What follows belongs to an exercise in optimizing a design on an open flow for small area, a short achievable clock period and few clock cycles per item; a production flow would make more cautious choices. The RTL was checked by simulation tests, not by an equivalence proof against the original design.

==> design/flow/design.v <==
package dsur_pkg;
	localparam int STACK_DEPTH = 16;
	localparam int AW = $clog2(STACK_DEPTH);
	localparam int CW = $clog2(STACK_DEPTH + 1);
	localparam int DW = 64;
	localparam logic [3:0] CMD_PUSH = 4'd0;
	localparam logic [3:0] CMD_ADD  = 4'd1;
	localparam logic [3:0] CMD_SUB  = 4'd2;
	localparam logic [3:0] CMD_MUL  = 4'd3;
	localparam logic [3:0] CMD_DIV  = 4'd4;
	localparam logic [3:0] CMD_DUP  = 4'd5;
	localparam logic [3:0] CMD_SWAP = 4'd6;
	localparam logic [3:0] CMD_OUTN = 4'd7;
	localparam logic [3:0] CMD_OUTC = 4'd8;
	localparam logic [3:0] CMD_ROL  = 4'd9;
	localparam logic [3:0] CMD_ROR  = 4'd10;
	localparam logic [1:0] ST_OK    = 2'd0;
	localparam logic [1:0] ST_UNDER = 2'd1;
	localparam logic [1:0] ST_OVER  = 2'd2;
	localparam logic [1:0] ST_DIVZ  = 2'd3;
	localparam logic [1:0] KIND_NONE = 2'd0;
	localparam logic [1:0] KIND_NUM  = 2'd1;
	localparam logic [1:0] KIND_CHAR = 2'd2;
	typedef struct packed {
		logic          start;
		logic [1:0]    op;
		logic [DW-1:0] a;
		logic [DW-1:0] b;
	} dsur_alu_req_t;
	localparam logic [1:0] OP_MUL = 2'd0;
	localparam logic [1:0] OP_DIV = 2'd1;
endpackage
module dsur_ram #(
	parameter int AW = 4,
	parameter int DW = 64
) (
	input  logic          clk,
	input  logic          we,
	input  logic [AW-1:0] waddr,
	input  logic [DW-1:0] wdata,
	input  logic [AW-1:0] raddr,
	output logic [DW-1:0] rdata
);
	logic [DW-1:0] mem [2**AW];
	always_ff @(posedge clk) begin
		if (we)
			mem[waddr] <= wdata;
		rdata <= mem[raddr];
	end
endmodule
module dsur_muldiv (
	input  logic                         clk,
	input  logic                         arst_n,
	input  dsur_pkg::dsur_alu_req_t      req,
	output logic                         done,
	output logic [dsur_pkg::DW-1:0]      res
);
	localparam int DW = dsur_pkg::DW;
	logic          busy_q;
	logic          isdiv_q;
	logic [6:0]    cnt_q;
	logic [DW-1:0] acc_q;
	logic [DW-1:0] mcand_q;
	logic [DW-1:0] mplier_q;
	logic [DW-1:0] rem_q;
	logic          neg_q;
	logic [DW:0]   trial;
	logic [DW-1:0] ua, ub;
	assign ua = req.a[DW-1] ? -req.a : req.a;
	assign ub = req.b[DW-1] ? -req.b : req.b;
	assign trial = {rem_q, mplier_q[DW-1]} - {1'b0, mcand_q};
	always_ff @(posedge clk or negedge arst_n) begin
		if (!arst_n) begin
			busy_q <= 1'b0;
			done   <= 1'b0;
			cnt_q  <= '0;
		end else begin
			done <= 1'b0;
			if (req.start) begin
				busy_q <= 1'b1;
				cnt_q  <= (req.op == dsur_pkg::OP_DIV) ? 7'd64 : 7'd4;
			end else if (busy_q) begin
				cnt_q <= cnt_q - 7'd1;
				if (cnt_q == 7'd1) begin
					busy_q <= 1'b0;
					done   <= 1'b1;
				end
			end
		end
	end
	always_ff @(posedge clk) begin
		if (req.start) begin
			isdiv_q <= (req.op == dsur_pkg::OP_DIV);
			acc_q   <= '0;
			rem_q   <= '0;
			neg_q   <= req.a[DW-1] ^ req.b[DW-1];
			if (req.op == dsur_pkg::OP_DIV) begin
				mcand_q  <= ua;
				mplier_q <= ub;
			end else begin
				mcand_q  <= req.b;
				mplier_q <= req.a;
			end
		end else if (busy_q) begin
			if (isdiv_q) begin
				if (!trial[DW]) begin
					rem_q    <= trial[DW-1:0];
					mplier_q <= {mplier_q[DW-2:0], 1'b1};
				end else begin
					rem_q    <= {rem_q[DW-2:0], mplier_q[DW-1]};
					mplier_q <= {mplier_q[DW-2:0], 1'b0};
				end
			end else begin
				acc_q    <= acc_q + DW'(mcand_q * {48'd0, mplier_q[15:0]});
				mcand_q  <= {mcand_q[DW-17:0], 16'd0};
				mplier_q <= {16'd0, mplier_q[DW-1:16]};
			end
		end
	end
	assign res = isdiv_q ? (neg_q ? -mplier_q : mplier_q) : acc_q;
endmodule
module data_stack_unit_with_rotate_core (
	input  logic        clk,
	input  logic        arst_n,
	input  logic        s_tvalid,
	output logic        s_tready,
	input  logic [71:0] s_tdata,   
	output logic        m_tvalid,
	input  logic        m_tready,
	output logic [71:0] m_tdata,   
	output logic [1:0]  m_tuser    
);
	localparam int AW = dsur_pkg::AW;
	localparam int CW = dsur_pkg::CW;
	localparam int DW = dsur_pkg::DW;
	localparam logic [2:0] S_IDLE = 3'd0;
	localparam logic [2:0] S_RD0  = 3'd1;
	localparam logic [2:0] S_RD1  = 3'd2;
	localparam logic [2:0] S_EXEC = 3'd3;
	localparam logic [2:0] S_WAIT = 3'd4;
	localparam logic [2:0] S_WB2  = 3'd5;
	localparam logic [2:0] S_OUT  = 3'd6;
	logic [2:0]    state_q;
	logic [3:0]    cmd_q;
	logic [CW-1:0] cnt_q;
	logic [AW-1:0] bot_q;
	logic [DW-1:0] a_q, b_q;
	logic          we;
	logic [AW-1:0] waddr, raddr;
	logic [DW-1:0] wdata, rdata;
	logic [AW-1:0] top_slot, sec_slot, new_slot, bot_m1;
	dsur_pkg::dsur_alu_req_t req;
	logic          md_done;
	logic [DW-1:0] md_res;
	logic [1:0]    kind_q, status_q;
	logic [DW-1:0] oval_q;
	assign top_slot = bot_q + AW'(cnt_q - CW'(1));
	assign sec_slot = bot_q + AW'(cnt_q - CW'(2));
	assign new_slot = bot_q + AW'(cnt_q);
	assign bot_m1   = bot_q - AW'(1);
	dsur_ram #(.AW(AW), .DW(DW)) u_ram (
		.clk(clk), .we(we), .waddr(waddr), .wdata(wdata), .raddr(raddr), .rdata(rdata)
	);
	dsur_muldiv u_md (.clk(clk), .arst_n(arst_n), .req(req), .done(md_done), .res(md_res));
	logic need2, need1;
	assign need2 = (cmd_q == dsur_pkg::CMD_ADD) || (cmd_q == dsur_pkg::CMD_SUB) ||
		(cmd_q == dsur_pkg::CMD_MUL) || (cmd_q == dsur_pkg::CMD_DIV) ||
		(cmd_q == dsur_pkg::CMD_SWAP);
	assign need1 = (cmd_q == dsur_pkg::CMD_DUP) || (cmd_q == dsur_pkg::CMD_OUTN) ||
		(cmd_q == dsur_pkg::CMD_OUTC) || (cmd_q == dsur_pkg::CMD_ROL) ||
		(cmd_q == dsur_pkg::CMD_ROR);
	always_comb begin
		raddr = top_slot;
		if (state_q == S_RD0 && cmd_q == dsur_pkg::CMD_ROR)
			raddr = bot_q;
		else if (state_q == S_RD0)
			raddr = sec_slot;
	end
	always_comb begin
		we    = 1'b0;
		waddr = top_slot;
		wdata = a_q;
		req   = '0;
		req.a = a_q;
		req.b = b_q;
		if (state_q == S_EXEC) begin
			case (cmd_q)
				dsur_pkg::CMD_ADD: begin
					we = 1'b1; waddr = sec_slot; wdata = b_q + a_q;
				end
				dsur_pkg::CMD_SUB: begin
					we = 1'b1; waddr = sec_slot; wdata = b_q - a_q;
				end
				dsur_pkg::CMD_MUL: begin
					req.start = 1'b1; req.op = dsur_pkg::OP_MUL;
				end
				dsur_pkg::CMD_DIV: begin
					req.start = (a_q != '0); req.op = dsur_pkg::OP_DIV;
				end
				dsur_pkg::CMD_SWAP: begin
					we = 1'b1; waddr = top_slot; wdata = b_q;
				end
				dsur_pkg::CMD_DUP: begin
					we = 1'b1; waddr = new_slot; wdata = a_q;
				end
				dsur_pkg::CMD_ROL: begin
					we = 1'b1; waddr = bot_m1; wdata = a_q;
				end
				dsur_pkg::CMD_ROR: begin
					we = 1'b1; waddr = new_slot; wdata = b_q;
				end
				default: ;
			endcase
		end else if (state_q == S_WAIT && md_done) begin
			we = 1'b1; waddr = sec_slot; wdata = md_res;
		end else if (state_q == S_WB2) begin
			we = 1'b1; waddr = sec_slot; wdata = a_q;
		end else if (state_q == S_IDLE && s_tvalid && s_tready && s_tdata[3:0] ==
			dsur_pkg::CMD_PUSH && cnt_q < CW'(dsur_pkg::STACK_DEPTH)) begin
			we = 1'b1; waddr = new_slot; wdata = s_tdata[67:4];
		end
	end
	assign s_tready = (state_q == S_IDLE) && !m_tvalid;
	always_ff @(posedge clk or negedge arst_n) begin
		if (!arst_n) begin
			state_q  <= S_IDLE;
			cnt_q    <= '0;
			bot_q    <= '0;
			m_tvalid <= 1'b0;
		end else begin
			if (m_tvalid && m_tready)
				m_tvalid <= 1'b0;
			unique case (state_q)
				S_IDLE: if (s_tvalid && s_tready) begin
					if (s_tdata[3:0] == dsur_pkg::CMD_PUSH) begin
						if (cnt_q < CW'(dsur_pkg::STACK_DEPTH))
							cnt_q <= cnt_q + CW'(1);
						m_tvalid <= 1'b1;
					end else
						state_q <= S_RD0;
				end
				S_RD0: begin
					if ((need2 && cnt_q < CW'(2)) || (need1 && cnt_q == '0) ||
						(cmd_q == dsur_pkg::CMD_DUP &&
						cnt_q == CW'(dsur_pkg::STACK_DEPTH)) || (!need1 && !need2)) begin
						state_q  <= S_IDLE;
						m_tvalid <= 1'b1;
					end else
						state_q <= S_RD1;
				end
				S_RD1: state_q <= S_EXEC;
				S_EXEC: begin
					state_q <= S_OUT;
					case (cmd_q)
						dsur_pkg::CMD_ADD, dsur_pkg::CMD_SUB: cnt_q <= cnt_q - CW'(1);
						dsur_pkg::CMD_MUL: state_q <= S_WAIT;
						dsur_pkg::CMD_DIV: if (a_q != '0) state_q <= S_WAIT;
						dsur_pkg::CMD_SWAP: state_q <= S_WB2;
						dsur_pkg::CMD_DUP: cnt_q <= cnt_q + CW'(1);
						dsur_pkg::CMD_OUTN, dsur_pkg::CMD_OUTC: cnt_q <= cnt_q - CW'(1);
						dsur_pkg::CMD_ROL: bot_q <= bot_m1;
						dsur_pkg::CMD_ROR: bot_q <= bot_q + AW'(1);
						default: ;
					endcase
				end
				S_WAIT: if (md_done) begin
					cnt_q   <= cnt_q - CW'(1);
					state_q <= S_OUT;
				end
				S_WB2: state_q <= S_OUT;
				S_OUT: begin
					m_tvalid <= 1'b1;
					state_q  <= S_IDLE;
				end
				default: state_q <= S_IDLE;
			endcase
		end
	end
	always_ff @(posedge clk) begin
		if (state_q == S_IDLE && s_tvalid && s_tready) begin
			cmd_q    <= s_tdata[3:0];
			kind_q   <= dsur_pkg::KIND_NONE;
			oval_q   <= '0;
			status_q <= (s_tdata[3:0] == dsur_pkg::CMD_PUSH &&
				cnt_q >= CW'(dsur_pkg::STACK_DEPTH)) ? dsur_pkg::ST_OVER : dsur_pkg::ST_OK;
		end
		if (state_q == S_RD0) begin
			if ((need2 && cnt_q < CW'(2)) || (need1 && cnt_q == '0))
				status_q <= dsur_pkg::ST_UNDER;
			else if (cmd_q == dsur_pkg::CMD_DUP && cnt_q == CW'(dsur_pkg::STACK_DEPTH))
				status_q <= dsur_pkg::ST_OVER;
			a_q <= rdata;
		end
		if (state_q == S_RD1)
			b_q <= rdata;
		if (state_q == S_EXEC) begin
			if (cmd_q == dsur_pkg::CMD_DIV && a_q == '0)
				status_q <= dsur_pkg::ST_DIVZ;
			if (cmd_q == dsur_pkg::CMD_OUTN) begin
				kind_q <= dsur_pkg::KIND_NUM; oval_q <= a_q;
			end
			if (cmd_q == dsur_pkg::CMD_OUTC) begin
				kind_q <= dsur_pkg::KIND_CHAR; oval_q <= a_q;
			end
		end
	end
	assign m_tdata = {1'b0, 5'(cnt_q), status_q, oval_q};
	assign m_tuser = kind_q;
endmodule
==> design/flow/run.sh <==
#!/bin/bash
# synth_recipe.tcl (not shown) runs the flow's synth.tcl, then flattens the netlist and writes it again
# the make line also repeats each setting of config.mk as NAME=value (left out here)
make -C /OpenROAD-flow-scripts/flow DESIGN_CONFIG=/design/flow/config.mk WORK_HOME=/design/flow/orfs CLKGATE_MAP_FILE= SYNTH_SCRIPT=/design/flow/synth_recipe.tcl finish
==> design/flow/config.mk <==
export PLATFORM = sky130hd
export DESIGN_NAME = data_stack_unit_with_rotate_core
export DESIGN_NICKNAME = data_stack_unit_with_rotate_core
export VERILOG_FILES = /design/flow/design.v
export SDC_FILE = /design/flow/constraint.sdc
export NUM_CORES = 4
export LEC_CHECK = 0
export CAP_MARGIN = 20
export CORE_MARGIN = 2
export CORE_UTILIZATION = 40
export SLEW_MARGIN = 20
==> design/flow/constraint.sdc <==
create_clock -name core_clock -period 10.0 [get_ports {clk}]
set_input_delay 2.0000 -clock core_clock [delete_from_list [all_inputs] [get_ports {clk}]]
set_output_delay 2.0000 -clock core_clock [all_outputs]
set_load 0.01 [all_outputs]
==> notes.md <==
==> sequential cells by signal, indices dropped and copies added (netlist names), 64 cells and up <==
signal         count
u_ram.rdata       64
u_md.rem_q        64
u_md.mplier_q     64
u_md.acc_q        64
u_ram.mem       1024
oval_q            64
u_md.mcand_q      64
b_q               64
a_q               64
==> synthesized netlist by cell type (all sizes together) (27+ instances only) <==
cell,instances,area [um^2]
a211oi,382,2870
a21o,118,886
a21oi,583,2920
a221oi,47,412
a22oi,58,435
a311oi,131,1150
a31oi,163,1020
and2,539,3370
and3,36,225
buf,82,354
clkbuf,658,2470
dfxtp,260,5200
edfxtp,1286,38600
fa,819,16400
ha,246,3080
inv,1149,4310
mux2i,113,1130
nand2,1812,6800
nand2b,38,253
nand3,116,581
nand4,52,340
nor2,338,1280
nor2b,33,206
nor3,80,417
o21a,30,225
o21ai,452,2260
o21bai,34,255
o221ai,55,488
o22ai,27,169
o31ai,77,578
or3,40,273
xnor2,186,1630
xor2,282,2480
==> cells by family after synthesis <==
kind of cell | count (synthesis) | share of synthesized area
buffers and inverters | 1889 | 0.0677
XOR/XNOR | 468 | 0.0389
AO/OA/AOI/OAI | 2279 | 0.140
adder cells (fa/ha/maj) | 1065 | 0.185
other | 1 | 0.0000356
AND/OR/NAND/NOR | 3176 | 0.137
flip-flops | 1568 | 0.421
multiplexers | 115 | 0.0109
==> worst reg2reg max path, delay by kind of cell (launching register included) <==
| kind | cells | cell delay [ps] |
|---|---|---|
| AO/OA/AOI/OAI | 7 | 1980 |
| adder cells (fa/ha/maj) | 7 | 3550 |
| buffers and inverters | 4 | 730 |
| flip-flops | 1 | 1000 |
| AND/OR/NAND/NOR | 6 | 1140 |
==> final cells by class <==
class                           instances  area [um^2]  share of cell area
Inverter                             1149         4320              0.0372
Antenna cell                            8         20.0            0.000172
Timing Repair Buffer                  338         3090              0.0266
Clock inverter                         79          911             0.00784
Clock buffer                          229         4670              0.0402
Sequential cell                      1568        44400               0.382
Multi-Input combinational cell       7104        54400               0.468
Tap cell                             3515         4400              0.0379
==> cells in the final DEF (no fill, tap or decap), drive strengths merged, types with 52 or more instances in the layout <==
cell	Yosys	layout
edfxtp	1286	1286
mux2i	113	113
nor3	80	80
fa	819	819
o31ai	77	77
nand4	52	52
nor2	338	338
a311oi	131	131
o21ai	452	452
and2	539	539
clkinv	0	60
dfxtp	260	260
clkbuf	658	229
inv	1149	1152
a31oi	163	163
a21oi	583	583
ha	246	246
buf	82	193
a21o	118	118
o221ai	55	55
a22oi	58	58
nand2	1812	1812
xnor2	186	186
nand3	116	116
xor2	282	282
clkdlybuf4s50	0	145
a211oi	382	382
==> how the worst min path moves through the flow <==
stage               startpoint  endpoint  slack, ps  cells after the start
2_1_floorplan   u_ram.rdata[0]    a_q[0]        400                      0
3_3_place_gp    u_ram.rdata[2]    a_q[2]        410                      0
3_5_place_dp   u_ram.rdata[42]   a_q[42]        410                      0
4_1_cts        u_ram.rdata[62]   b_q[62]        420                      0
5_1_grt         u_ram.rdata[1]    b_q[1]        440                      0
6_report       u_ram.rdata[62]   b_q[62]        410                      0
==> through the flow <==
step	std cells	area, um^2
4_1_cts	14000	116000
6_report	14000	116000
3_3_place_gp	13700	110000
2_1_floorplan	10600	105000
5_1_grt	14000	116000
3_5_place_dp	13700	110000
==> per-layer routing <==
| layer | up-vias | global-route usage |
|---|---|---|
| met2 | 2903 | 0.420 |
| met4 | 2 | 0.129 |
| met1 | 40100 | 0.338 |
| li1 | 35500 | - |
| met5 | - | 0 |
| met3 | 648 | 0.0291 |
==> impl_results.md <==
- Initial antenna violation count: 10
- Avg Cell Area, Syn: 9.99 um^2
- Buf/Inv on CP: 4
- Max layer used: met5
- Global Route Usage Sum: 0.257
- Fill cells: 24.7k
- Postcts setup bufs: 0
- Pre-CTS setup slack: 1610 ps
- Crit-path slowest cell: edfxtp_1
- Critical path depth: 24
- Remaining global-route overflow: 0
- Syn Inst Count: 10.6k
- Critical Path Most Common Cell: fa_1
- Top FF cell, synth: edfxtp_1
- Setup violations, final: 0
- Initial Utilization: 0.402
- Crit. Startpoint: u_md.mplier_q[7]
- End point of the critical path: u_md.acc_q[53]
- Placer Congestion: 0.979
- Worst-path cell chain: buf_4 -> nand2_1 -> fa_1 -> inv_1 -> fa_1 -> fa_1 -> fa_1 -> fa_1 -> inv_1 -> fa_1 -> inv_1 -> ha_1 -> nand2_1 -> a21oi_1 -> nor2_1 -> o21ai_0 -> a31oi_1 -> nor3_1 -> nand3_1 -> o31ai_1 -> a21oi_1 -> a21oi_1 -> nor4b_1 -> a211o_1
- Crit path required time: 10730 ps
- Synthesized cell area: 0.105 mm^2
- Antenna-violating nets left: 0
- DRC: 0
- Sequential area share after synthesis: 0.421
- Routed length on met2: 165000 um
- Rel. slew slack: 0.210
- Post-layout util: 0.443
- Die extent in x: 518 um
- Total CTS buffers: 163
- Final slew viol count: 0
- Unique cell type count in the Yosys netlist: 91
- CTS tree: yes
- Clk_skew: 43.3 ps
- Share of cells above drive strength 1: 0.0528
- Number of flops mapped to enable cells by yosys: 1286
- Nets@finish: 11.5k
- Max Freq: 0.117 GHz
- Post-CTS Resized: 0
- Initial DRC Count: 7534
- Clk root buf: clkbuf_16
- CTS max path bufs: 3
- Final wirelength: 350000 um
- CP arrival: 9250 ps
- Slowest stage delay, CP: 1000 ps
- Post-Syn Nets: 11.7k
- Sink Count: 1568
- Via count: 79.2k
- Worst hold margin: 414 ps
- Post-route minimum period: 8520 ps
- Vias per cell: 5.66
- CP delay by family, top: adder cells
- Routed wl met3: 20100 um
- Hold Path Class: reg -> reg
- Critical path type: reg -> reg
- PortBufs: 146
- Area Overhead vs Synth: 10.1%
- Outcome: finished clean
- DP HPWL: 249000 um
- CP Max Fanout: 41
- Largest net degree at the start of global routing: 190
- Asr flop ratio synth: 0.0140
- CTS Hold Buffers Added: 0
- Synth warn: 3
- First-pass GRT wire length: 519000 um
- FF-to-FF setup slack: 1480 ps
- Vias in the first global route: 78.7k
- Seq cells post-synth: 1568
- WL/cell: 25.0 um
- Core box area: 0.262 mm^2
- Die footprint: 0.268 mm^2
- RSZ-0062 raised after global routing: no
- CTS clk-pin slew, worst paths: 60 ps
- Reg-to-reg startpoint: u_md.mplier_q[7]
- Ports: 152
- Die Span Y: 518 um
- Metal-1 WL: 146000 um
- RR Endpoint: u_md.acc_q[53]
- Max-Cap Viols: 0
- Pin slew with the least headroom to its limit: 1180 ps
- Final hold vios: 0
- TNS Setup: 0 ps
- Pre-Repair DR Iteration Count: 6
- # rows: 188
- Final Cycle Share: 0.852
- H-tree levels: 4
- CP Capture Type: flip-flop
- Worst skew pair latency: 850 ps
- PnR worst setup slack: 1480 ps
- Reg2Reg Depth: 24
- CP Launch Type: flip-flop
Testbench counts, summed over its fixed seeds: cycles 78,874, items 12,000.

[separate check: timing with driven ports]
The results above use ideal ports. As a check the final layout listed here was re-extracted and re-timed, cells and wires unchanged.
Step 1 sets driving cells, clkbuf_16 on the clock port and buf_2 on the other inputs (assumed; they add their load-dependent delay and slew).
Step 2, shift: input delay + t, output delay - t, t = (earliest + latest rising clock arrival at the registers) / 2. This alone moves slack from input paths to output paths.
a / b / c = ideal / step 1 / step 2; a / b = the first two.
shift t [ns]: 0.918
setup WS [ns]: 1.479 / 1.479 / 1.479
worst hold slack (ns): 0.414 / 0.414 / 0.414
worst setup path at the end: register to register
After both steps this run still meets setup and hold. For this run, drivers alone change the setup slack by 0.000 ns; drivers and shift together by 0.000 ns.
